This design comes from an exercise in tuning for small area on the open sky130 flow, not from production work. Function was checked by simulation only, so behaviour that the tests miss may differ from the original. No activity file was given, so power comes from the tool's default toggle rates.

==> flow/design.v <==
module reg_file_2r1w #(
   parameter int                    DATA_WIDTH = 32,
   parameter logic [DATA_WIDTH-1:0] SP_RESET   = '0
) (
   input  logic                  Clk,
   input  logic                  Rst,
   input  logic [4:0]            ReadRegister1,
   input  logic [4:0]            ReadRegister2,
   input  logic [4:0]            WriteRegister,
   input  logic [DATA_WIDTH-1:0] WriteData,
   input  logic                  RegWrite,
   input  logic [4:0]            DebugRegister,
   output logic [DATA_WIDTH-1:0] ReadData1,
   output logic [DATA_WIDTH-1:0] ReadData2,
   output logic [DATA_WIDTH-1:0] DebugData
);
   logic [31:0][DATA_WIDTH-1:0] r_data;
   logic                        r_clear;
   logic [31:0]                 w_we;
   always_comb begin
      for (int i = 0; i < 32; i++)
         w_we[i] = RegWrite && !Rst && (WriteRegister == 5'(i)) && (i != 0);
   end
   always_ff @(posedge Clk or posedge Rst) begin
      if (Rst) r_clear <= 1'b1;
      else     r_clear <= 1'b0;
   end
   logic [31:0]                 w_keep;
   logic [31:0][DATA_WIDTH-1:0] w_next;
   assign w_keep = ~(w_we | {32{r_clear}});
   for (genvar i = 1; i < 32; i++) begin : g_row
      for (genvar j = 0; j < DATA_WIDTH; j++) begin : g_col
         rf_hold u_hold (.we(w_we[i]), .wd(WriteData[j]), .keep(w_keep[i]), .q(r_data[i][j]),
                         .d(w_next[i][j]));
      end
   end
   always_ff @(posedge Clk) begin
      for (int i = 1; i < 32; i++)
         r_data[i] <= w_next[i];
   end
   logic w_bypass1, w_bypass2;
   assign w_bypass1 = RegWrite && !Rst && (WriteRegister == ReadRegister1) && (ReadRegister1 != 5'd0);
   assign w_bypass2 = RegWrite && !Rst && (WriteRegister == ReadRegister2) && (ReadRegister2 != 5'd0);
   logic [31:0] w_sel1, w_sel2, w_seld;
   always_comb begin
      w_sel1[0] = w_bypass1;
      w_sel2[0] = w_bypass2;
      w_seld[0] = 1'b0;
      for (int i = 1; i < 32; i++) begin
         w_sel1[i] = (ReadRegister1 == 5'(i)) && !r_clear && !w_bypass1;
         w_sel2[i] = (ReadRegister2 == 5'(i)) && !r_clear && !w_bypass2;
         w_seld[i] = (DebugRegister == 5'(i)) && !r_clear;
      end
   end
   for (genvar j = 0; j < DATA_WIDTH; j++) begin : g_bit
      logic [31:0] w_col;    
      assign w_col[0] = WriteData[j];
      for (genvar i = 1; i < 32; i++) begin : g_reg
         assign w_col[i] = r_data[i][j];
      end
      rf_read_bit32 u_rd1 (.sel(w_sel1),       .d(w_col),       .y(ReadData1[j]));
      rf_read_bit32 u_rd2 (.sel(w_sel2),       .d(w_col),       .y(ReadData2[j]));
      rf_read_dbg31 u_dbg (.sel(w_seld[31:1]), .d(w_col[31:1]), .y(DebugData[j]));
   end
endmodule
module rf_read_bit32 (
   input  logic [31:0] sel,
   input  logic [31:0] d,
   output logic        y
);
   logic w_n0;
   rf_nand2      u_0 (.a(sel[0]), .b(d[0]), .y(w_n0));
   rf_read_bit31 u_r (.sel(sel[31:1]), .d(d[31:1]), .extra_n(w_n0), .y(y));
endmodule
module rf_read_bit31 (
   input  logic [30:0] sel,
   input  logic [30:0] d,
   input  logic        extra_n,
   output logic        y
);
   logic [11:0] w_n;
   for (genvar g = 0; g < 10; g++) begin : g_aoi
      rf_aoi222 u (.a1(sel[3*g]), .a2(d[3*g]), .b1(sel[3*g+1]), .b2(d[3*g+1]),
                   .c1(sel[3*g+2]), .c2(d[3*g+2]), .y(w_n[g]));
   end
   rf_nand2 u_last (.a(sel[30]), .b(d[30]), .y(w_n[10]));
   assign w_n[11] = extra_n;
   rf_or_n12 u_or (.n(w_n), .y(y));
endmodule
module rf_read_dbg31 (
   input  logic [30:0] sel,
   input  logic [30:0] d,
   output logic        y
);
   logic [10:0] w_n;
   for (genvar g = 0; g < 10; g++) begin : g_aoi
      rf_aoi222 u (.a1(sel[3*g]), .a2(d[3*g]), .b1(sel[3*g+1]), .b2(d[3*g+1]),
                   .c1(sel[3*g+2]), .c2(d[3*g+2]), .y(w_n[g]));
   end
   rf_nand2 u_last (.a(sel[30]), .b(d[30]), .y(w_n[10]));
   rf_or_n11 u_or (.n(w_n), .y(y));
endmodule
module rf_or_n11 (
   input  logic [10:0] n,
   output logic        y
);
   logic w_a, w_b, w_c;
   rf_nand4 u_a (.a(n[0]), .b(n[1]), .c(n[2]),  .d(n[3]), .y(w_a));
   rf_nand4 u_b (.a(n[4]), .b(n[5]), .c(n[6]),  .d(n[7]), .y(w_b));
   rf_nand3 u_c (.a(n[8]), .b(n[9]), .c(n[10]),           .y(w_c));
   rf_or3   u_y (.a(w_a),  .b(w_b),  .c(w_c),             .y(y));
endmodule
module rf_or_n12 (
   input  logic [11:0] n,
   output logic        y
);
   logic w_a, w_b, w_c;
   rf_nand4 u_a (.a(n[0]), .b(n[1]), .c(n[2]),  .d(n[3]),  .y(w_a));
   rf_nand4 u_b (.a(n[4]), .b(n[5]), .c(n[6]),  .d(n[7]),  .y(w_b));
   rf_nand4 u_c (.a(n[8]), .b(n[9]), .c(n[10]), .d(n[11]), .y(w_c));
   rf_or3   u_y (.a(w_a),  .b(w_b),  .c(w_c),              .y(y));
endmodule
module rf_hold (input logic we, wd, keep, q, output logic d);
   assign d = (we && wd) || (keep && q);
endmodule
module rf_aoi222 (input logic a1, a2, b1, b2, c1, c2, output logic y);
   assign y = !((a1 && a2) || (b1 && b2) || (c1 && c2));
endmodule
module rf_nand2 (input logic a, b, output logic y);
   assign y = !(a && b);
endmodule
module rf_nand3 (input logic a, b, c, output logic y);
   assign y = !(a && b && c);
endmodule
module rf_nand4 (input logic a, b, c, d, output logic y);
   assign y = !(a && b && c && d);
endmodule
module rf_or3 (input logic a, b, c, output logic y);
   assign y = a || b || c;
endmodule
==> flow/flow/run.sh <==
#!/bin/bash
# Layout flow: the standard synthesis, then the combinational logic rebuilt
# by gen_netlist.py around the standard synthesis's flip-flops, then the
# standard ORFS layout steps on that netlist, with smaller port buffers and
# clock-tree buffers.
set -euo pipefail
R=orfs/results/sky130hd/reg_file_2r1w/base

# 1. standard synthesis, unchanged
bash standard.sh synth > synth.log 2>&1
cp $R/1_2_yosys.v standard_netlist.v

# 2. hand-mapped logic around the same flip-flops (same names, cells, Q nets)
python3 flow/gen_netlist.py standard_netlist.v custom_netlist.v > gen_netlist.log 2>&1
# prove it equivalent to the standard netlist; keep the standard one otherwise
sed "s#LIBERTY#$FLOW_HOME/platforms/$FLOW_PLATFORM/lib/sky130_fd_sc_hd__tt_025C_1v80.lib#" \
  flow/equiv.ys > equiv.ys
YOSYS=$(command -v yosys || echo "$FLOW_HOME/../tools/install/yosys/bin/yosys")
if "$YOSYS" -q -l equiv.log equiv.ys > /dev/null 2>&1; then
  cp custom_netlist.v $R/1_2_yosys.v
  rm -f $R/1_synth.odb
fi

# 3. standard layout steps from the new netlist
export BUFFER_PORTS_ARGS="-buffer_cell sky130_fd_sc_hd__buf_2"
export CTS_ARGS="-sink_clustering_enable -repair_clock_nets -dont_use_dummy_load -buf_list {sky130_fd_sc_hd__clkbuf_4} -sink_clustering_size 7 -sink_clustering_max_diameter 70"
bash standard.sh finish > layout.log 2>&1
==> flow/flow/equiv.ys <==
# Proves custom_netlist.v does what standard_netlist.v does: same flip-flops
# (paired by name), same next-state and output functions.
read_liberty -ignore_miss_func LIBERTY
read_verilog standard_netlist.v
rename reg_file_2r1w gold
read_verilog custom_netlist.v
rename reg_file_2r1w gate
flatten
opt_clean
async2sync
equiv_make gold gate equiv
hierarchy -top equiv
equiv_simple -seq 1
equiv_induct
equiv_status -assert
==> flow/flow/gen_netlist.py <==
#!/usr/bin/env python3
"""Rebuild the combinational logic of reg_file_2r1w around the flip-flops of
the standard synthesis netlist.

usage: gen_netlist.py STANDARD_NETLIST OUT_NETLIST

Every flip-flop instance of the standard netlist is kept as it is (name, cell
type, clock and Q net); only the nets feeding its D/DE/RESET_B pins change.
All other cells are replaced by a hand-mapped netlist:
  * write decode: 4 + 8 predecoded lines, per register row an and2 (write)
                  and an inverter (hold), and an a22o per data bit
  * reset:        the clear flag (async set by Rst) gates the read selects
                  and the hold rails, so each clock edge clears unwritten rows
  * read ports:   predecoded one-hot selects (clear and bypass folded in),
                  then per output bit a222oi groups, nand4/nand3 and or3.
"""
import re
import sys

CELL = 'sky130_fd_sc_hd__'
AREA = {'a222oi_1': 10.0096, 'a22oi_1': 7.5072, 'nand4_1': 6.256, 'nand3_1': 5.0048,
        'nand2_1': 3.7536, 'or3_1': 6.256, 'or2_1': 6.256, 'and2_1': 6.256, 'and2_2': 7.5072,
        'and3_1': 6.256, 'and3_2': 7.5072, 'nor2_1': 3.7536, 'nor3_1': 5.0048,
        'nor4_1': 6.256, 'xor2_1': 8.7584, 'inv_1': 3.7536, 'inv_2': 3.7536,
        'a22o_1': 8.7584, 'xnor2_1': 8.7584, 'nor2_2': 6.256, 'nor3_2': 10.0096,
        'and3_4': 11.2608, 'nand2_2': 6.256, 'nor2_4': 11.2608, 'and2_4': 8.7584,
        'nand2_4': 11.2608, 'inv_4': 6.256, 'conb_1': 3.7536}


def parse(path):
    txt = open(path).read()
    insts = []
    for m in re.finditer(r'^\s*(sky130_fd_sc_hd__\w+)\s+(\\\S+|[\w$]+)\s*\((.*?)\);', txt, re.M | re.S):
        pins = {p: n.strip() for p, n in re.findall(r'\.(\w+)\(([^()]*)\)', m.group(3))}
        insts.append((m.group(1)[len(CELL):], m.group(2), pins))
    assigns = {}
    for m in re.finditer(r'^\s*assign\s+(.*?)\s*=\s*(.*?)\s*;', txt, re.M):
        assigns[m.group(2).strip()] = m.group(1).strip()
    return insts, assigns


class Net:
    def __init__(self):
        self.cells = []
        self.wires = []
        self.n = 0

    def wire(self, base):
        self.n += 1
        w = 'g_%s_%d' % (base, self.n)
        self.wires.append(w)
        return w

    def cell(self, typ, out_pin, base, **pins):
        y = self.wire(base)
        pins[out_pin] = y
        self.cells.append((typ, pins))
        return y

    def cell_to(self, typ, out_pin, out_net, **pins):
        pins[out_pin] = out_net
        self.cells.append((typ, pins))


def esc(n):
    """escaped identifiers end at whitespace"""
    return n + ' ' if n.startswith('\\') else n


def main():
    std, out = sys.argv[1], sys.argv[2]
    insts, assigns = parse(std)

    flops = [(t, name, pins) for t, name, pins in insts if t.startswith(('df', 'edf', 'sdf'))]
    data = {}   # (i, j) -> (type, name, pins)
    clear = []  # [(type, name, pins)]
    for t, name, pins in flops:
        # registers are recognised by instance name (r_data[N]$..., r_clear$...)
        m = re.match(r'^\\?r_data\[(\d+)\]\$', name)
        if m:
            k = int(m.group(1))
            data[(k // 32, k % 32)] = (t, name, pins)
        elif re.match(r'^\\?r_clear\$', name):
            clear.append((t, name, pins))
        else:
            sys.exit('unrecognised flip-flop %s %s' % (t, name))
    assert sorted(data) == [(i, j) for i in range(1, 32) for j in range(32)], 'data flops'
    assert len(clear) == 1 and clear[0][0].startswith('dfstp_'), 'clear flop'
    for (i, j), (t, name, pins) in data.items():
        assert t == 'dfxtp_1', (i, j, t)

    N = Net()
    inv = lambda a, base='n': N.cell('inv_1', 'Y', base, A=a)

    def predec2(a0, a1, extra=None, base='lo', strong=False):
        """one-hot decode of {a1, a0}; every line also requires extra == 0."""
        a0n, a1n = inv(a0), inv(a1)
        lines = []
        for k in range(4):
            x0 = a0n if (k & 1) else a0    # nor input must be 0 when bit matches
            x1 = a1n if (k & 2) else a1
            if extra is None:
                lines.append(N.cell('nor2_2' if strong else 'nor2_1', 'Y', base, A=x0, B=x1))
            else:
                lines.append(N.cell('nor3_2' if strong else 'nor3_1', 'Y', base, A=x0, B=x1, C=extra))
        return lines

    def predec3(a2, a3, a4, base='hi'):
        n = [inv(a2), inv(a3), inv(a4)]
        p = [a2, a3, a4]
        lines = []
        for k in range(8):
            xs = [n[b] if (k >> b) & 1 else p[b] for b in range(3)]
            lines.append(N.cell('nor3_1', 'Y', base, A=xs[0], B=xs[1], C=xs[2]))
        return lines

    WR = ['WriteRegister[%d]' % b for b in range(5)]
    rst_n = N.cell('inv_1', 'Y', 'rstn', A='Rst')
    # clear flag: set by Rst, cleared by the first clock edge with Rst low
    cq = clear[0][2]['Q']
    cq_n = inv(cq, 'clrn')
    zero = N.cell('conb_1', 'LO', 'zero')
    # write decode; a write needs RegWrite & !Rst
    rw_n = N.cell('nand2_1', 'Y', 'rwn', A='RegWrite', B=rst_n)
    wlo = predec2(WR[0], WR[1], extra=rw_n, base='wlo', strong=True)
    whi = predec3(WR[2], WR[3], WR[4], base='whi')
    we, keep = {}, {}
    for i in range(1, 32):
        we[i] = N.cell('and2_4', 'X', 'we%d' % i, A=wlo[i % 4], B=whi[i // 4])
        keep[i] = N.cell('inv_2', 'Y', 'keep%d' % i,
                         A=N.cell('or2_1', 'X', 'keepn%d' % i, A=we[i], B=cq))
    # data bits: WriteData when written, else zero while clearing, else hold
    dnet = {}
    for (i, j), (t, name, pins) in sorted(data.items()):
        dnet[(i, j)] = N.cell('a22o_1', 'X', 'hold', A1=we[i], A2='WriteData[%d]' % j,
                              B1=keep[i], B2=pins['Q'])

    def read_port(ra, out, bypass):
        RA = ['%s[%d]' % (ra, b) for b in range(5)]
        if bypass:
            # byp = RegWrite & !Rst & (WriteRegister == RA) & (RA != 0)
            e = [N.cell('xnor2_1', 'Y', 'e', A=WR[b], B=RA[b]) for b in range(5)]
            z = N.cell('nor4_1', 'Y', 'z', A=RA[1], B=RA[2], C=RA[3], D=RA[4])
            nz = N.cell('nand2_1', 'Y', 'nz', A=z, B=inv(RA[0]))      # RA != 0
            n1 = N.cell('nand4_1', 'Y', 'bn', A=e[0], B=e[1], C=e[2], D=e[3])
            n2 = N.cell('nand4_1', 'Y', 'bn', A=e[4], B='RegWrite', C=rst_n, D=nz)
            byp_n = N.cell('or2_1', 'X', 'bypn', A=n1, B=n2)
            byp = N.cell('inv_4', 'Y', 'byp', A=byp_n)            # 32 WriteData slots
            # predecode gating: bypass or clearing
            gate = N.cell('nand2_1', 'Y', 'gate', A=byp_n, B=cq_n)
            lo = predec2(RA[0], RA[1], extra=gate, base='rlo', strong=True)
        else:
            byp = None
            lo = predec2(RA[0], RA[1], extra=cq, base='rlo', strong=True)
        hi = predec3(RA[2], RA[3], RA[4], base='rhi')
        sel = {i: N.cell('and2_4', 'X', 'sel%d' % i, A=lo[i % 4], B=hi[i // 4])
               for i in range(1, 32)}
        for j in range(32):
            slots = [(sel[i], data[(i, j)][2]['Q']) for i in range(1, 32)]
            if bypass:
                slots.append((byp, 'WriteData[%d]' % j))
            ys = []
            for g in range(0, len(slots), 3):
                grp = slots[g:g + 3]
                if len(grp) == 3:
                    ys.append(N.cell('a222oi_1', 'Y', 'm', A1=grp[0][0], A2=grp[0][1],
                                     B1=grp[1][0], B2=grp[1][1], C1=grp[2][0], C2=grp[2][1]))
                elif len(grp) == 2:
                    ys.append(N.cell('a22oi_1', 'Y', 'm', A1=grp[0][0], A2=grp[0][1],
                                     B1=grp[1][0], B2=grp[1][1]))
                else:
                    ys.append(N.cell('nand2_1', 'Y', 'm', A=grp[0][0], B=grp[0][1]))
            assert len(ys) == 11
            n0 = N.cell('nand4_1', 'Y', 'c', A=ys[0], B=ys[1], C=ys[2], D=ys[3])
            n1 = N.cell('nand4_1', 'Y', 'c', A=ys[4], B=ys[5], C=ys[6], D=ys[7])
            n2 = N.cell('nand3_1', 'Y', 'c', A=ys[8], B=ys[9], C=ys[10])
            N.cell_to('or3_1', 'X', '%s[%d]' % (out, j), A=n0, B=n1, C=n2)

    read_port('ReadRegister1', 'ReadData1', True)
    read_port('ReadRegister2', 'ReadData2', True)
    read_port('DebugRegister', 'DebugData', False)

    # emit
    L = []
    L.append('module reg_file_2r1w(Clk, Rst, ReadRegister1, ReadRegister2, WriteRegister, '
             'WriteData, RegWrite, DebugRegister, ReadData1, ReadData2, DebugData);')
    for d, w, n in [('input', 1, 'Clk'), ('input', 1, 'Rst'), ('input', 5, 'ReadRegister1'),
                    ('input', 5, 'ReadRegister2'), ('input', 5, 'WriteRegister'),
                    ('input', 32, 'WriteData'), ('input', 1, 'RegWrite'),
                    ('input', 5, 'DebugRegister'), ('output', 32, 'ReadData1'),
                    ('output', 32, 'ReadData2'), ('output', 32, 'DebugData')]:
        rng = '' if w == 1 else '[%d:0] ' % (w - 1)
        L.append('  %s %s%s;' % (d, rng, n))
        L.append('  wire %s%s;' % (rng, n))
    qnets = set()
    for t, name, pins in flops:
        qnets.add(pins['Q'])
    for q in sorted(qnets):
        L.append('  wire %s;' % esc(q))
    for w in N.wires:
        L.append('  wire %s;' % w)
    # flip-flops, keeping name, type, clock and Q
    for (i, j), (t, name, pins) in sorted(data.items()):
        L.append('  %s%s %s (.CLK(%s), .D(%s), .Q(%s));'
                 % (CELL, t, name, pins['CLK'], dnet[(i, j)], esc(pins['Q'])))
    for t, name, pins in clear:
        L.append('  %s%s %s (.CLK(%s), .D(%s), .Q(%s), .SET_B(%s));'
                 % (CELL, t, name, pins['CLK'], zero, esc(pins['Q']), rst_n))
    area = 0.0
    for k, (t, pins) in enumerate(N.cells):
        area += AREA[t]
        conn = ', '.join('.%s(%s)' % (p, esc(n)) for p, n in pins.items())
        L.append('  %s%s g_u_%d (%s);' % (CELL, t, k, conn))
    L.append('endmodule')
    open(out, 'w').write('\n'.join(L) + '\n')
    seq = 992 * 20.0192 + 26.2752
    sys.stderr.write('gen_netlist: %d logic cells, logic area %.1f, with flops %.1f\n'
                     % (len(N.cells), area, area + seq))


if __name__ == '__main__':
    main()
==> flow/standard.sh <==
#!/bin/bash
# synth_recipe.tcl (not shown) runs the flow's synth.tcl, then flattens the netlist and writes it again
# the make line also repeats each setting of config.mk as NAME=value (left out here)
make -C /OpenROAD-flow-scripts/flow DESIGN_CONFIG=/design/flow/config.mk WORK_HOME=/design/flow/orfs CLKGATE_MAP_FILE= SYNTH_SCRIPT=/design/flow/synth_recipe.tcl "${@:-finish}"
==> flow/config.mk <==
export PLATFORM = sky130hd
export DESIGN_NAME = reg_file_2r1w
export DESIGN_NICKNAME = reg_file_2r1w
export VERILOG_FILES = /design/flow/design.v
export SDC_FILE = /design/flow/constraint.sdc
export NUM_CORES = 8
export LEC_CHECK = 0
export CAP_MARGIN = 20
export CORE_MARGIN = 2
export CORE_UTILIZATION = 40
export GPL_TIMING_DRIVEN = 0
export PLACE_DENSITY = 0.5
export SETUP_SLACK_MARGIN = 0.2
export SLEW_MARGIN = 20
export SYNTH_HIERARCHICAL = 1
export SYNTH_MINIMUM_KEEP_SIZE = 0
==> flow/constraint.sdc <==
create_clock -name core_clock -period 8.0 [get_ports {Clk}]
set_input_delay 1.6000 -clock core_clock [delete_from_list [all_inputs] [get_ports {Clk}]]
set_output_delay 1.6000 -clock core_clock [all_outputs]
set_load 0.01 [all_outputs]
==> metrics.md, run 1 <==
| Metric | Value |
|---|---|
| Initial antenna violation count | 22 |
| Final nets | roughly 4.1k |
| CTS root buffer | clkbuf_4 |
| Crit-path cells | buf_2 -> nor4_1 -> nand2_1 -> nand4_1 -> or2_1 -> nand2_1 -> nor3_2 -> and2_4 -> a222oi_1 -> nand4_1 -> or3_1 -> buf_2 |
| Max Clock Freq | 148 MHz |
| I/O pin total | 151 |
| Worst hold slack | 0.532 ns |
| Placed Instances | 5,264 |
| Global-route wire length before repair | 368 mm |
| CP Capture Type | output port |
| Reg clk slew, reported paths | roughly 0.090 ns |
| Synthesized area | 43,000 sq um |
| CP required | roughly 6.4 ns |
| Pin count of the biggest net entering global routing | 37 |
| Minimum clock period after layout | 6.75 ns |
| WHS Path Cells | 1 |
| Logic gate share of total power | 6.6% |
| Routability cong. | 0.964 |
| Reg-to-Reg Start | r_clear$_DFF_PP1_ |
| Die Area | roughly 110,000 sq um |
| Number of cells on the worst reg-to-reg path | 3 |
| Worst vdd ir | 0.0945 mV |
| Outcome | timing/DRC/antenna clean |
| Synthesized net count | 3,764 |
| Final setup TNS | 0 ns |
| Fin cells | between 5k and 6k |
| Worst Tran Pin Value | between 1 and 1.5 ns |
| Row Count | between 100 and 150 |
| Worst Hold Path EP | r_data[439]$_DFF_P_ |
| RSZ-0062 raised after global routing | no |
| Total internal power | approximately 6.0 mW |
| DP Wirelength | between 100 and 150 mm |
| Pleak | ~17 nW |
| Max-cap violations | 0 |
| Worst Slack Setup Final | 1.25 ns |
| Crit path buf inv count | 2 |
| Post-CTS Resized | 0 |
| Yosys warns | 7 |
| Routed WL | around 270 mm |
| CTS Buf Count | 159 |
| Global Route Usage Sum | 46.6% |
| HP Class | reg2reg |
| Vias in the first global route | between 40k and 50k |
| CP max stage cell | and2_4 |
| Final hold violation count | 0 |
| Clock buffer depth | 3 |
| Router iterations before antenna repair | 13 |
| Place WS | 1.52 ns |
| Port Buffers | 150 |
| Share of layout cells above drive strength 1 | 12.1% |
| Max-slew violations | 0 |
| Critical Path AT | around 5 ns |
| Setup bufs post-CTS | 0 |
| TritonCTS clock tree | built |
| Vias/cell | 9.20 |
| Core Region | about 110,000 sq um |
| Worst-Skew Late Latency | ~1.2 ns |
| Critical Path Fanout Max | 32 |
| Final Skew | around 0.077 ns |
| P&R area growth vs syn | 8.78% |
| DRC errors left | 0 |
| Worst path top cell family by delay | simple AND/OR/NAND/NOR gates |
| Switch Pwr | about 2.4 mW |
| CTS H-Tree Depth | 4 |
| Slew headroom | between 10% and 20% |
| Final Setup Violations | 0 |
| Sw Share | around 29% |
| Iter 0 DRT Violations | around 13k |
| R2r setup slk | between 5 and 6 ns |
| Die Y-Extent | ~330 um |
| Critical path class | in2out |
| Share of power burned in registers | roughly three fifths |
| Pwr dens | approximately 180 nW/um^2 |
| Hold Startpoint | r_data[439]$_DFF_P_ |
| Post-synthesis cell count | ~3.7k |
| Initial Util | about two fifths |
| R2r endpoint | r_data[356]$_DFF_P_ |
| Pwr Total | 8.37 mW |
| Avg Synthesized Cell Area | 11.6 sq um |
| Gr ovfl total | 0 |
| Final period util | between 80% and 90% |
| Chip width | 332 um |
| Final ANT Viol Nets | 0 |
| Via count | 50.0k |
| Hold_buf cts | 0 |
| Startpoint types | primary input |
| CP peak stage delay | just under 0.8 ns |
| Clk sink count | ~990 |
| WL per Instance | 50.3 um |
| Clock power share | between 30 and 40% |
power groups by stage:
stage / logic, mW / registers (mW) / clock network (mW)
after detailed placement: 0.502 / 5.13 / 0
final: 0.550 / 5.02 / 2.80
after CTS: 0.503 / 5.02 / 2.79
after global placement: 0.489 / 5.13 / 0
after floorplan: 0.175 / 5.12 / 0
after global routing: 0.530 / 5.02 / 2.99
cell type report:
class / count / area (sq um)
diodes: 8 / 20.0
clock buffers: 159 / 1190
fillers: 9982 / 60100
inverters: 57 / 220
multi-input cells: 2659 / 22900
flip-flops and latches: 993 / 19900
well taps: 1403 / 1760
repair buffers: 153 / 811
placed cells by master (no fill, tap or decap), drive strengths merged:
cell type  instances
a22o             992
dfxtp            992
a222oi           960
nand4            196
clkbuf           159
buf              153
and2             124
nand3             96
or3               96
a22oi             64
inv               56
nor3              48
nand2             37
or2               33
xnor2             10
diode              8
nor4               2
clkinv             1
dfstp              1
conb               1
metal layers:
metal  wire length, um  up-vias  share of wire (%)  GRT usage, %
met2            107000     5796                 39          64.0
met1             92600    24200                 34          55.0
met3             46500     1520                 17          21.4
met4             26400       12                9.7          38.9
met5               153        -              0.056         0.868
li1                  -    18400                  -             -
worst max path at each step:
| stage | start | end | depth (start not counted) |
|---|---|---|---|
| final | ReadRegister2[1] | ReadData2[28] | 12 |
| after CTS | ReadRegister2[1] | ReadData2[0] | 12 |
| after detailed placement | ReadRegister2[1] | ReadData2[0] | 12 |
| after floorplan | WriteRegister[3] | ReadData1[0] | 9 |
| after global placement | ReadRegister2[1] | ReadData2[31] | 12 |
| after global routing | ReadRegister2[1] | ReadData2[29] | 12 |
flip-flops by register name, indices dropped and copies added, names as in the netlist:
register,cells
r_data,992
r_clear,1
through the flow:
step,area (sq um),utilization [%]
floorplan,43000,-
global placement,45600,42.6
detailed placement,45600,42.6
CTS,46800,43.8
global route,46800,43.8
finish,46800,43.8
==> run 2, diff against run 1 <==
--- a/flow/flow/run.sh
+++ b/flow/flow/run.sh
@@ -23,5 +23,5 @@
 
 # 3. standard layout steps from the new netlist
 export BUFFER_PORTS_ARGS="-buffer_cell sky130_fd_sc_hd__buf_2"
-export CTS_ARGS="-sink_clustering_enable -repair_clock_nets -dont_use_dummy_load -buf_list {sky130_fd_sc_hd__clkbuf_4} -sink_clustering_size 7 -sink_clustering_max_diameter 70"
+export CTS_ARGS="-sink_clustering_enable -repair_clock_nets -dont_use_dummy_load -buf_list {sky130_fd_sc_hd__clkbuf_4} -sink_clustering_size 8 -sink_clustering_max_diameter 60"
 bash standard.sh finish > layout.log 2>&1
==> run 2 against run 1 <==
- combinational power barely moved
- critical path type unchanged
- sequential cell count unchanged
- first-iteration DRC count grew 2.6%
- critical path depth unchanged
- sequential share of layout area rose by 0.097 points
- fmax down 0.56%
- highest routed layer unchanged
- register-to-register slack worse by 0.11 ns
- clock skew shrank 0.0031 ns
==> metrics.md, run 2 <==
| Metric | Value |
|---|---|
| Outcome | timing/DRC/antenna clean |
| Startpoint types | primary input |
| Vias in the first global route | 48.0k (-0.012%) |
| Fin cells | 5,424 (-0.15%) |
| Via count | 49.9k (-0.054%) |
| Placed Instances | 5,264 (unchanged) |
| TritonCTS clock tree | built |
| WL per Instance | 50.4 um (+0.15%) |
| CTS H-Tree Depth | 4 (unchanged) |
| RSZ-0062 raised after global routing | no |
| R2r setup slk | 5.29 ns (-0.11 ns) |
| Initial antenna violation count | 25 (+14%) |
| Core Region | 107,000 sq um (unchanged) |
| Row Count | 120 (unchanged) |
| Max-cap violations | 0 (unchanged) |
| Critical Path Fanout Max | 32 (unchanged) |
| Share of layout cells above drive strength 1 | 11.8% (-0.33 points) |
| Avg Synthesized Cell Area | 11.6 sq um (unchanged) |
| Post-CTS Resized | 0 (unchanged) |
| Largest register FFs | 992 (unchanged) |
| Minimum clock period after layout | 6.79 ns (+0.0377 ns) |
| Crit-path cells | buf_2 -> nor4_1 -> nand2_1 -> nand4_1 -> or2_1 -> nand2_1 -> nor3_2 -> and2_4 -> a222oi_1 -> nand4_1 -> or3_1 -> buf_2 |
| Iter 0 DRT Violations | 13.8k (+2.6%) |
| Final ANT Viol Nets | 0 (unchanged) |
| Number of cells on the worst reg-to-reg path | 3 (unchanged) |
| Register with the most flip-flops | r_data |
| Setup bufs post-CTS | 0 (unchanged) |
| Synthesized area | 43,000 sq um (unchanged) |
| Crit path buf inv count | 2 (unchanged) |
| Worst-Skew Late Latency | 1.17 ns (+0.02 ns) |
| Largest regs | r_data: 992 flops, r_clear: 1 flops |
| CP required | 6.40 ns (about the same) |
| Commonest cells after routing, fill and taps aside | a22o_1 (992), dfxtp_1 (992), a222oi_1 (960) |
| Chip width | 332 um (unchanged) |
| CP Capture Type | output port |
| Clk sink count | 993 (unchanged) |
| Global Route Usage Sum | 46.6% (about the same) |
| Core Util, Final | 43.7% (-0.10 points) |
| CP max stage cell | and2_4 |
| Critical path class | in2out |
| Final setup TNS | 0 ns (unchanged) |
| Max Clock Freq | 147 MHz (-0.56%) |
| Final Setup Violations | 0 (unchanged) |
| Final Skew | 0.0737 ns (-0.00310 ns) |
| Pleak | 16.5 nW (-0.45%) |
| Clock buffer depth | 3 (unchanged) |
| Final hold violation count | 0 (unchanged) |
| Gr ovfl total | 0 (unchanged) |
| Worst vdd ir | 0.104 mV (+9.8%) |
| Routed WL | 273 mm (about the same) |
| DRC errors left | 0 (unchanged) |
| Yosys warns | 7 (unchanged) |
| Worst Tran Pin Value | 1.32 ns (+0.00820 ns) |
| Final nets | 4,063 (-0.37%) |
| Worst path depth | 12 (unchanged) |
| Worst setup path startpoint | ReadRegister2[1] |
| Routability cong. | 0.964 (unchanged) |
| Global-route wire length before repair | 369 mm (about the same) |
| Pwr dens | 177 nW/um^2 (-0.85%) |
| Pwr Total | 8.28 mW (-1.1%) |
| Reg clk slew, reported paths | 0.09 ns (about the same) |
| Die Area | 110,000 sq um (unchanged) |
| Pin count of the biggest net entering global routing | 37 (unchanged) |
| Die Y-Extent | 332 um (unchanged) |
| HP Class | reg2reg |
| Synthesized net count | 3,764 (unchanged) |
| Worst path top cell family by delay | simple AND/OR/NAND/NOR gates |
| Port Buffers | 150 (unchanged) |
| Max-slew violations | 0 (unchanged) |
| P&R area growth vs syn | 8.54% |
| Hold_buf cts | 0 (unchanged) |
| Critical Path AT | 5.19 ns (+0.04 ns) |
| DP Wirelength | 137 mm (unchanged) |
| Post-synthesis cell count | 3,709 (unchanged) |
| CP Capture Point | ReadData2[28] |
| Reg-to-Reg Start | r_clear$_DFF_PP1_ |
| CTS root buffer | clkbuf_4 |
| Router iterations before antenna repair | 14 (+1) |
| CTS Buf Count | 145 (-8.8%) |
| Slew headroom | 12.1% (-0.55 points) |
| CP peak stage delay | 0.77 ns (-0.02 ns) |
| R2r endpoint | r_data[378]$_DFF_P_ |
| I/O pin total | 151 (unchanged) |
| WHS Path Cells | 1 (unchanged) |
| Initial Util | 40.3% (unchanged) |
| Vias/cell | 9.21 (about the same) |
| Final period util | 84.9% (+0.47 points) |
## run 2: power breakdown
group | switching, mW | internal [mW]
sequential | 0.0425 | 4.98
clock | 1.88 | 0.832
combinational | 0.473 | 0.0758
## run 2: layout make-up
cell class | instances | area [sq um]
diodes | 15 | 37.5
clock buffers | 145 | 1090
fillers | 9985 | 60200
inverters | 57 | 221
multi-input cells | 2659 | 22900
flip-flops and latches | 993 | 19900
well taps | 1403 | 1760
repair buffers | 152 | 791
## run 2: worst min-delay path by stage
stage / start / end / slack, ns
final: r_data[439]$_DFF_P_ / r_data[439]$_DFF_P_ / 0.54
after global routing: r_data[784]$_DFF_P_ / r_data[784]$_DFF_P_ / 0.55
after CTS: r_data[733]$_DFF_P_ / r_data[733]$_DFF_P_ / 0.53
after detailed placement: r_data[626]$_DFF_P_ / r_data[626]$_DFF_P_ / 0.50
after global placement: r_data[628]$_DFF_P_ / r_data[628]$_DFF_P_ / 0.50
after floorplan: r_data[128]$_DFF_P_ / r_data[128]$_DFF_P_ / 0.48
## run 2: metal layers
layer | track usage [%] | vias up | wire, um
li1 | - | 18400 | -
met4 | 37.3 | 18 | 24900
met1 | 55.4 | 24200 | 94000
met5 | 0.999 | - | 181
met2 | 64.7 | 5831 | 108000
met3 | 20.7 | 1464 | 46000
## run 2: stage by stage
| stage | setup WS (ns) | area [sq um] | hold slack (ns) |
|---|---|---|---|
| final | 1.21 | 46700 | 0.535 |
| after global routing | 1.25 | 46700 | 0.547 |
| after CTS | 1.51 | 46700 | 0.531 |
| after detailed placement | 1.52 | 45600 | 0.501 |
| after global placement | 1.51 | 45600 | 0.498 |
| after floorplan | 2.98 | 43000 | 0.485 |
==> run 3, diff against run 2 <==
--- a/flow/design.v
+++ b/flow/design.v
@@ -25,13 +25,18 @@
       if (Rst) r_clear <= 1'b1;
       else     r_clear <= 1'b0;
    end
+   localparam logic [4:0] SP_INDEX = 5'd29;
    logic [31:0]                 w_keep;
    logic [31:0][DATA_WIDTH-1:0] w_next;
    assign w_keep = ~(w_we | {32{r_clear}});
    for (genvar i = 1; i < 32; i++) begin : g_row
       for (genvar j = 0; j < DATA_WIDTH; j++) begin : g_col
-         rf_hold u_hold (.we(w_we[i]), .wd(WriteData[j]), .keep(w_keep[i]), .q(r_data[i][j]),
-                         .d(w_next[i][j]));
+         if (i == SP_INDEX && SP_RESET[j]) begin : g_one
+            assign w_next[i][j] = w_we[i] ? WriteData[j] : (r_clear || r_data[i][j]);
+         end else begin : g_zero
+            rf_hold u_hold (.we(w_we[i]), .wd(WriteData[j]), .keep(w_keep[i]), .q(r_data[i][j]),
+                            .d(w_next[i][j]));
+         end
       end
    end
    always_ff @(posedge Clk) begin
@@ -52,15 +57,23 @@
          w_seld[i] = (DebugRegister == 5'(i)) && !r_clear;
       end
    end
+   logic w_sp1, w_sp2, w_spd;
+   assign w_sp1 = (ReadRegister1 == SP_INDEX) && r_clear && !w_bypass1;
+   assign w_sp2 = (ReadRegister2 == SP_INDEX) && r_clear && !w_bypass2;
+   assign w_spd = (DebugRegister == SP_INDEX) && r_clear;
    for (genvar j = 0; j < DATA_WIDTH; j++) begin : g_bit
       logic [31:0] w_col;    
+      logic        w_rd1, w_rd2, w_rdd;
       assign w_col[0] = WriteData[j];
       for (genvar i = 1; i < 32; i++) begin : g_reg
          assign w_col[i] = r_data[i][j];
       end
-      rf_read_bit32 u_rd1 (.sel(w_sel1),       .d(w_col),       .y(ReadData1[j]));
-      rf_read_bit32 u_rd2 (.sel(w_sel2),       .d(w_col),       .y(ReadData2[j]));
-      rf_read_dbg31 u_dbg (.sel(w_seld[31:1]), .d(w_col[31:1]), .y(DebugData[j]));
+      rf_read_bit32 u_rd1 (.sel(w_sel1),       .d(w_col),       .y(w_rd1));
+      rf_read_bit32 u_rd2 (.sel(w_sel2),       .d(w_col),       .y(w_rd2));
+      rf_read_dbg31 u_dbg (.sel(w_seld[31:1]), .d(w_col[31:1]), .y(w_rdd));
+      assign ReadData1[j] = w_rd1 || (w_sp1 && SP_RESET[j]);
+      assign ReadData2[j] = w_rd2 || (w_sp2 && SP_RESET[j]);
+      assign DebugData[j] = w_rdd || (w_spd && SP_RESET[j]);
    end
 endmodule
 module rf_read_bit32 (
--- a/flow/flow/run.sh
+++ b/flow/flow/run.sh
@@ -23,5 +23,5 @@
 
 # 3. standard layout steps from the new netlist
 export BUFFER_PORTS_ARGS="-buffer_cell sky130_fd_sc_hd__buf_2"
-export CTS_ARGS="-sink_clustering_enable -repair_clock_nets -dont_use_dummy_load -buf_list {sky130_fd_sc_hd__clkbuf_4} -sink_clustering_size 8 -sink_clustering_max_diameter 60"
+export CTS_ARGS="-sink_clustering_enable -repair_clock_nets -dont_use_dummy_load -buf_list {sky130_fd_sc_hd__clkbuf_4} -sink_clustering_size 7 -sink_clustering_max_diameter 70"
 bash standard.sh finish > layout.log 2>&1
==> run 3 against run 2 <==
- still clean
- synthesized area is the same
- design area up 0.23%
- total power rose by 1.1%
- cell count rose by 0.15%
- sequential cell count unchanged
- first-iteration DRC count fell by 2.6%
- synthesized cell count is the same
- clock skew up 0.0031 ns
- largest cell class unchanged
==> metrics.md, run 3 <==
| Metric | Value |
|---|---|
| HP Class | reg2reg |
| TritonCTS clock tree | built |
| Worst hold slack | 0.532 ns (-0.00283 ns) |
| Final Skew | 0.0768 ns (+0.00310 ns) |
| P&R area growth vs syn | 8.78% |
| Hold_buf cts | 0 (unchanged) |
| CP Capture Type | output port |
| Routability cong. | 0.964 (unchanged) |
| Final nets | 4,078 (+0.37%) |
| Max Clock Freq | 148 MHz (+0.56%) |
| Routed WL | 273 mm (about the same) |
| Slew headroom | 12.7% (+0.55 points) |
| CP max stage cell | and2_4 |
| Row Count | 120 (unchanged) |
| Core Region | 107,000 sq um (unchanged) |
| Final period util | 84.4% (-0.47 points) |
| Fin cells | 5,432 (+0.15%) |
| Commonest cells after routing, fill and taps aside | a22o_1 (992), dfxtp_1 (992), a222oi_1 (960) |
| Synthesized net count | 3,764 (unchanged) |
| Critical Path AT | 5.15 ns (-0.04 ns) |
| Worst Slack Setup Final | 1.25 ns (+0.0377 ns) |
| Max-slew violations | 0 (unchanged) |
| Largest register FFs | 992 (unchanged) |
| Post-synthesis cell count | 3,709 (unchanged) |
| Yosys warns | 7 (unchanged) |
| Pwr dens | 179 nW/um^2 (+0.86%) |
| Pleak | 16.6 nW (+0.45%) |
| Die Y-Extent | 332 um (unchanged) |
| Post-CTS Resized | 0 (unchanged) |
| Clock buffer depth | 3 (unchanged) |
| Final Setup Violations | 0 (unchanged) |
| Worst Tran Pin Value | 1.31 ns (-0.00820 ns) |
| Share of layout cells above drive strength 1 | 12.1% (+0.33 points) |
| DP Wirelength | 137 mm (unchanged) |
| Register with the most flip-flops | r_data |
| Vias in the first global route | 48.0k (+0.012%) |
| Outcome | timing/DRC/antenna clean |
| Via count | 50.0k (+0.054%) |
| Worst path top cell family by delay | simple AND/OR/NAND/NOR gates |
| Final hold violation count | 0 (unchanged) |
| Setup bufs post-CTS | 0 (unchanged) |
| Crit path buf inv count | 2 (unchanged) |
| Worst-Skew Late Latency | 1.15 ns (-0.02 ns) |
| RSZ-0062 raised after global routing | no |
| CP required | 6.40 ns (about the same) |
| CP peak stage delay | 0.79 ns (+0.02 ns) |
| Pin count of the biggest net entering global routing | 37 (unchanged) |
| Iter 0 DRT Violations | 13.5k (-2.6%) |
| Router iterations before antenna repair | 13 (-1) |
| Reg clk slew, reported paths | 0.09 ns (about the same) |
| Global-route wire length before repair | 368 mm (about the same) |
| Final ANT Viol Nets | 0 (unchanged) |
| Port Buffers | 150 (unchanged) |
| Synthesized area | 43,000 sq um (unchanged) |
| Final setup TNS | 0 ns (unchanged) |
| Largest regs | r_data: 992 flops, r_clear: 1 flops |
| Chip width | 332 um (unchanged) |
| DRC errors left | 0 (unchanged) |
| Global Route Usage Sum | 46.6% (about the same) |
| Critical path class | in2out |
| I/O pin total | 151 (unchanged) |
| Avg Synthesized Cell Area | 11.6 sq um (unchanged) |
| Max-cap violations | 0 (unchanged) |
| CTS Buf Count | 159 (+9.7%) |
| Die Area | 110,000 sq um (unchanged) |
| Initial Util | 40.3% (unchanged) |
| CTS root buffer | clkbuf_4 |
| Clk sink count | 993 (unchanged) |
| Minimum clock period after layout | 6.75 ns (-0.0377 ns) |
| Worst vdd ir | 0.0945 mV (-8.9%) |
| Place WS | 1.52 ns (unchanged) |
| CTS H-Tree Depth | 4 (unchanged) |
| Initial antenna violation count | 22 (-12%) |
| Gr ovfl total | 0 (unchanged) |
| Vias/cell | 9.20 (about the same) |
| Crit-path cells | buf_2 -> nor4_1 -> nand2_1 -> nand4_1 -> or2_1 -> nand2_1 -> nor3_2 -> and2_4 -> a222oi_1 -> nand4_1 -> or3_1 -> buf_2 |
| WL per Instance | 50.3 um (-0.15%) |
| Startpoint types | primary input |
| Critical Path Fanout Max | 32 (unchanged) |
| Placed Instances | 5,264 (unchanged) |
run 3: stage by stage:
step | utilization [%] | total power [mW] | area, sq um
floorplan | - | 5.30 | 43000
global placement | 42.6 | 5.62 | 45600
detailed placement | 42.6 | 5.63 | 45600
CTS | 43.8 | 8.31 | 46800
global route | 43.8 | 8.55 | 46800
finish | 43.8 | 8.37 | 46800
run 3: final timing paths:
path                                       end  slack, ns  cells after the start                start
max                              ReadData2[28]       1.25                     12     ReadRegister2[1]
min                        r_data[439]$_DFF_P_       0.53                      1  r_data[439]$_DFF_P_
max reg2reg                r_data[356]$_DFF_P_       5.40                      3    r_clear$_DFF_PP1_
min reg2reg                r_data[439]$_DFF_P_       0.53                      1  r_data[439]$_DFF_P_
max in group asynchronous    r_clear$_DFF_PP1_       7.25                      2                  Rst
min in group asynchronous    r_clear$_DFF_PP1_       0.73                      2                  Rst
run 3: area by class of cell:
class,instances,area (sq um)
fill,9982,60100
multi-input combinational,2659,22900
sequential,993,19900
tap,1403,1760
clock buffer,159,1190
timing repair buffer,153,811
inverter,57,220
antenna,8,20.0
run 3: report_power, final:
group,total (mW),switching [mW],internal [mW]
Combinational,0.550,0.473,0.0768
Clock,2.80,1.89,0.909
Sequential,5.02,0.0425,4.98
run 3: metal layers:
layer / share of wire [%] / GRT usage [%] / up-vias
li1: - / - / 18400
met1: 34 / 55.0 / 24200
met2: 39 / 64.0 / 5796
met3: 17 / 21.4 / 1520
met4: 9.7 / 38.9 / 12
met5: 0.056 / 0.868 / -
==> run 4, diff against run 3 <==
--- a/flow/flow/run.sh
+++ b/flow/flow/run.sh
@@ -1,8 +1,11 @@
 #!/bin/bash
 # Layout flow: the standard synthesis, then the combinational logic rebuilt
-# by gen_netlist.py around the standard synthesis's flip-flops, then the
-# standard ORFS layout steps on that netlist, with smaller port buffers and
-# clock-tree buffers.
+# by gen_netlist.py around the standard synthesis's flip-flops (kept only if
+# yosys proves it equivalent to the standard netlist), then the standard ORFS
+# layout steps on that netlist, with buf_1 port buffers and a clock tree of
+# clkbuf_4 cells in small clusters without dummy loads. Each tool's output
+# goes to its own log: synth.log, gen_netlist.log, equiv.log, layout.log (and
+# ORFS's per-step logs under orfs/logs).
 set -euo pipefail
 R=orfs/results/sky130hd/reg_file_2r1w/base
 
@@ -22,6 +25,6 @@
 fi
 
 # 3. standard layout steps from the new netlist
-export BUFFER_PORTS_ARGS="-buffer_cell sky130_fd_sc_hd__buf_2"
-export CTS_ARGS="-sink_clustering_enable -repair_clock_nets -dont_use_dummy_load -buf_list {sky130_fd_sc_hd__clkbuf_4} -sink_clustering_size 7 -sink_clustering_max_diameter 70"
+export BUFFER_PORTS_ARGS="-buffer_cell sky130_fd_sc_hd__buf_1"
+export CTS_ARGS="-sink_clustering_enable -repair_clock_nets -dont_use_dummy_load -buf_list {sky130_fd_sc_hd__clkbuf_4} -sink_clustering_size 8 -sink_clustering_max_diameter 60"
 bash standard.sh finish > layout.log 2>&1
--- a/flow/flow/gen_netlist.py
+++ b/flow/flow/gen_netlist.py
@@ -5,10 +5,10 @@
 usage: gen_netlist.py STANDARD_NETLIST OUT_NETLIST
 
 Every flip-flop instance of the standard netlist is kept as it is (name, cell
-type, clock and Q net); only the nets feeding its D/DE/RESET_B pins change.
-All other cells are replaced by a hand-mapped netlist:
+type, clock and Q net); only the nets feeding its D/SET_B pins change. All
+other cells are replaced by a hand-mapped netlist (SP_RESET must be zero):
   * write decode: 4 + 8 predecoded lines, per register row an and2 (write)
-                  and an inverter (hold), and an a22o per data bit
+                  and an or2 + inverter (hold), and an a22o per data bit
   * reset:        the clear flag (async set by Rst) gates the read selects
                   and the hold rails, so each clock edge clears unwritten rows
   * read ports:   predecoded one-hot selects (clear and bypass folded in),
==> run 4 against run 3 <==
- via count barely moved
- sequential cell count did not move
- clock skew is 0.012 ns lower
- register-to-register slack worse by 0.21 ns
- setup slack worse by 0.16 ns
- count of clock-buffer cells in the layout shrank 15
- design area fell by 0.42%
- clock power shrank 4%
- utilization is 0.19 points lower
- critical endpoint is now ReadData2[8]
- routed wire length is 0.47% lower
==> metrics.md, run 4 <==
| Metric | Value |
|---|---|
| Routability cong. | 0.959 (-0.49%) |
| Final period util | 86.4% (+2.0 points) |
| HP Class | reg2reg |
| Pin count of the biggest net entering global routing | 37 (unchanged) |
| Clock buffer depth | 3 (unchanged) |
| TritonCTS clock tree | built |
| Share of power burned in registers | 60.7% (+0.7 points) |
| Critical path class | in2out |
| Avg Synthesized Cell Area | 11.6 sq um (unchanged) |
| Pleak | 16.0 nW (-3.2%) |
| Global-route wire length before repair | 368 mm (-0.11%) |
| Switch Pwr | 2.39 mW (-0.52%) |
| Logic gate share of total power | 6.6% (about the same) |
| Clk sink count | 993 (unchanged) |
| Vias in the first global route | 48.0k (-0.11%) |
| Hold_buf cts | 0 (unchanged) |
| Core Region | 107,000 sq um (unchanged) |
| Die Y-Extent | 332 um (unchanged) |
| Number of cells on the worst reg-to-reg path | 3 (unchanged) |
| Final Setup Violations | 0 (unchanged) |
| Iter 0 DRT Violations | 14.1k (+4.9%) |
| Final setup TNS | 0 ns (unchanged) |
| Initial Util | 40.3% (unchanged) |
| CP Capture Type | output port |
| Final nets | 4,064 (-0.34%) |
| DP Wirelength | 137 mm (-0.34%) |
| I/O pin total | 151 (unchanged) |
| Via count | 50.0k (+0.0060%) |
| WL per Instance | 50.1 um (-0.35%) |
| Worst vdd ir | 0.107 mV (+14%) |
| Port Buffers | 150 (unchanged) |
| Initial antenna violation count | 24 (+9.1%) |
| Max Clock Freq | 145 MHz (-2.3%) |
| Post-synthesis cell count | 3,709 (unchanged) |
| WHS Path Cells | 1 (unchanged) |
| Routed WL | 272 mm (-0.47%) |
| Final Skew | 0.0650 ns (-0.0118 ns) |
| Startpoint types | primary input |
| Setup bufs post-CTS | 0 (unchanged) |
| Share of layout cells above drive strength 1 | 8.83% (-3.3 points) |
| Row Count | 120 (unchanged) |
| Area of the multi-input gates | 22,900 sq um (unchanged) |
| Worst Tran Pin Value | 1.32 ns (+0.00842 ns) |
| Post-CTS Resized | 0 (unchanged) |
| CTS Buf Count | 144 (-9.4%) |
| Die Area | 110,000 sq um (unchanged) |
| Vias/cell | 9.21 (+0.12%) |
| Global Route Usage Sum | 46.6% (-0.048 points) |
| Pwr dens | 177 nW/um^2 (-0.72%) |
| Outcome | timing/DRC/antenna clean |
| Yosys warns | 7 (unchanged) |
| Critical Path Fanout Max | 32 (unchanged) |
| Clock power share | 32.7% (-0.8 points) |
| Reg area | 19,900 sq um (unchanged) |
| Minimum clock period after layout | 6.91 ns (+0.158 ns) |
| Final ANT Viol Nets | 0 (unchanged) |
| Final hold violation count | 0 (unchanged) |
| DRC errors left | 0 (unchanged) |
| Synthesized area | 43,000 sq um (unchanged) |
| R2r setup slk | 5.19 ns (-0.21 ns) |
| Worst hold slack | 0.533 ns (+0.000796 ns) |
| CTS H-Tree Depth | 4 (unchanged) |
| Sw Share | 28.9% (+0.18 points) |
| Worst Hold Path EP | r_data[429]$_DFF_P_ |
| Reg clk slew, reported paths | 0.09 ns (about the same) |
| Hold Startpoint | r_data[429]$_DFF_P_ |
| Commonest cells after routing, fill and taps aside | a22o_1 (992), dfxtp_1 (992), a222oi_1 (960) |
| Synthesized net count | 3,764 (unchanged) |
| Worst-Skew Late Latency | 1.16 ns (about the same) |
| Reg-to-Reg Start | r_clear$_DFF_PP1_ |
| Max-cap violations | 0 (unchanged) |
| FILL cells | 10.1k (+0.84%) |
| Critical Path AT | 5.31 ns (+0.16 ns) |
| Total internal power | 5.88 mW (-1.4%) |
| Chip width | 332 um (unchanged) |
| Max-slew violations | 0 (unchanged) |
| Gr ovfl total | 0 (unchanged) |
| P&R area growth vs syn | 8.32% |
| Register with the most flip-flops | r_data |
| RSZ-0062 raised after global routing | no |
| R2r endpoint | r_data[944]$_DFF_P_ |
| Slew headroom | 12.0% (-0.69 points) |
| Largest regs | r_data: 992 flops, r_clear: 1 flops |
| Router iterations before antenna repair | 15 (+2) |
| Largest register FFs | 992 (unchanged) |
| CP required | 6.40 ns (about the same) |
| CTS root buffer | clkbuf_4 |
## run 4: cell types whose count changed in the layout (fill, tap and decap cells not counted)
cell / previous run / this run
buf_1: 0 / 118
buf_12: 3 / 2
buf_16: 0 / 2
buf_2: 150 / 32
clkbuf_4: 159 / 144
clkinv_2: 1 / 7
diode_2: 8 / 16
inv_2: 30 / 24
## run 4: final cells by class
| cell class | count | share of cell area [%] |
|---|---|---|
| clock buffer | 144 | 2.32 |
| inverter | 57 | 0.488 |
| timing repair buffer | 154 | 1.50 |
| multi-input combinational | 2659 | 49.2 |
| sequential | 993 | 42.6 |
| tap | 1403 | 3.76 |
| antenna | 16 | 0.0859 |
## run 4: how the worst max path moves through the flow
stage	depth (start not counted)	slack [ns]	startpoint	end
2_1_floorplan	9	2.98	WriteRegister[3]	ReadData1[0]
3_3_place_gp	11	1.48	ReadRegister1[2]	ReadData1[22]
3_5_place_dp	12	1.41	ReadRegister2[2]	ReadData2[22]
4_1_cts	12	1.41	ReadRegister2[2]	ReadData2[22]
5_1_grt	11	1.02	ReadRegister1[2]	ReadData1[31]
6_report	12	1.09	ReadRegister2[1]	ReadData2[8]
## run 4: power groups by stage
stage	logic, mW	clock network (mW)	registers [mW]
2_1_floorplan	0.175	0	5.12
5_1_grt	0.532	2.87	5.03
4_1_cts	0.502	2.68	5.02
3_5_place_dp	0.502	0	5.13
6_report	0.550	2.70	5.02
3_3_place_gp	0.480	0	5.13
## run 4: per-stage QoR
stage | power, mW | util, % | area, sq um | instances | worst slack (ns)
6_report | 8.27 | 43.6 | 46600 | 5426 | 1.09
5_1_grt | 8.43 | 43.6 | 46600 | 5419 | 1.02
4_1_cts | 8.20 | 43.6 | 46600 | 5410 | 1.41
3_5_place_dp | 5.63 | 42.6 | 45500 | 5266 | 1.41
3_3_place_gp | 5.61 | 42.4 | 45400 | 5262 | 1.48
2_1_floorplan | 5.30 | - | 43000 | 3709 | 2.98
## run 4: critical path, cell delays in order
cell and delay (ns):
buf_1 0.20, nor4_1 0.36, nand2_1 0.08, nand4_1 0.09, or2_1 0.21, nand2_1 0.18, nor3_2 0.48, and2_4 0.79
a222oi_1 0.25, nand4_1 0.53, or3_1 0.30, buf_1 0.20
## run 4: metal layers
metal	track usage, %	share of wire, %	up-vias
met5	0.782	0.024	-
li1	-	-	18400
met1	57.1	35	24300
met3	20.9	17	1437
met4	35.3	9.1	10
met2	63.3	39	5811

-- static timing again, ports no longer ideal --
Ports are ideal in the flow. The routed layouts listed here were re-timed in OpenROAD. Step 1, drivers: a clkbuf_16 drives Clk and a buf_2 each remaining input, both assumed. Step 2 adds t to the input delays and takes it off the output delays; t is the mean of the earliest and latest rising clock arrival at the registers after step 1. Input paths then give back, and output paths get back, about the clock's delay inside the block. Slacks: ideal ports / drivers / drivers and shift; pairs: ideal ports / drivers.
| run | t (ns) | setup WS [ns] | worst setup path after step 2 | worst register clock-pin slew, ns | worst slew at a driven data input, ns |
|---|---|---|---|---|---|
| run 1 | 1.182 | 1.247 / 1.225 / 1.225 | input to output | 0.10 / 0.10 | 0.15 |
| run 2 | 1.199 | 1.209 / 1.188 / 1.188 | input to output | 0.11 / 0.11 | 0.15 |
| run 3 | 1.182 | 1.247 / 1.225 / 1.225 | input to output | 0.10 / 0.10 | 0.15 |
| run 4 | 1.181 | 1.089 / 1.068 / 1.068 | input to output | 0.11 / 0.11 | 0.18 |
After both steps every run listed still meets setup and hold.
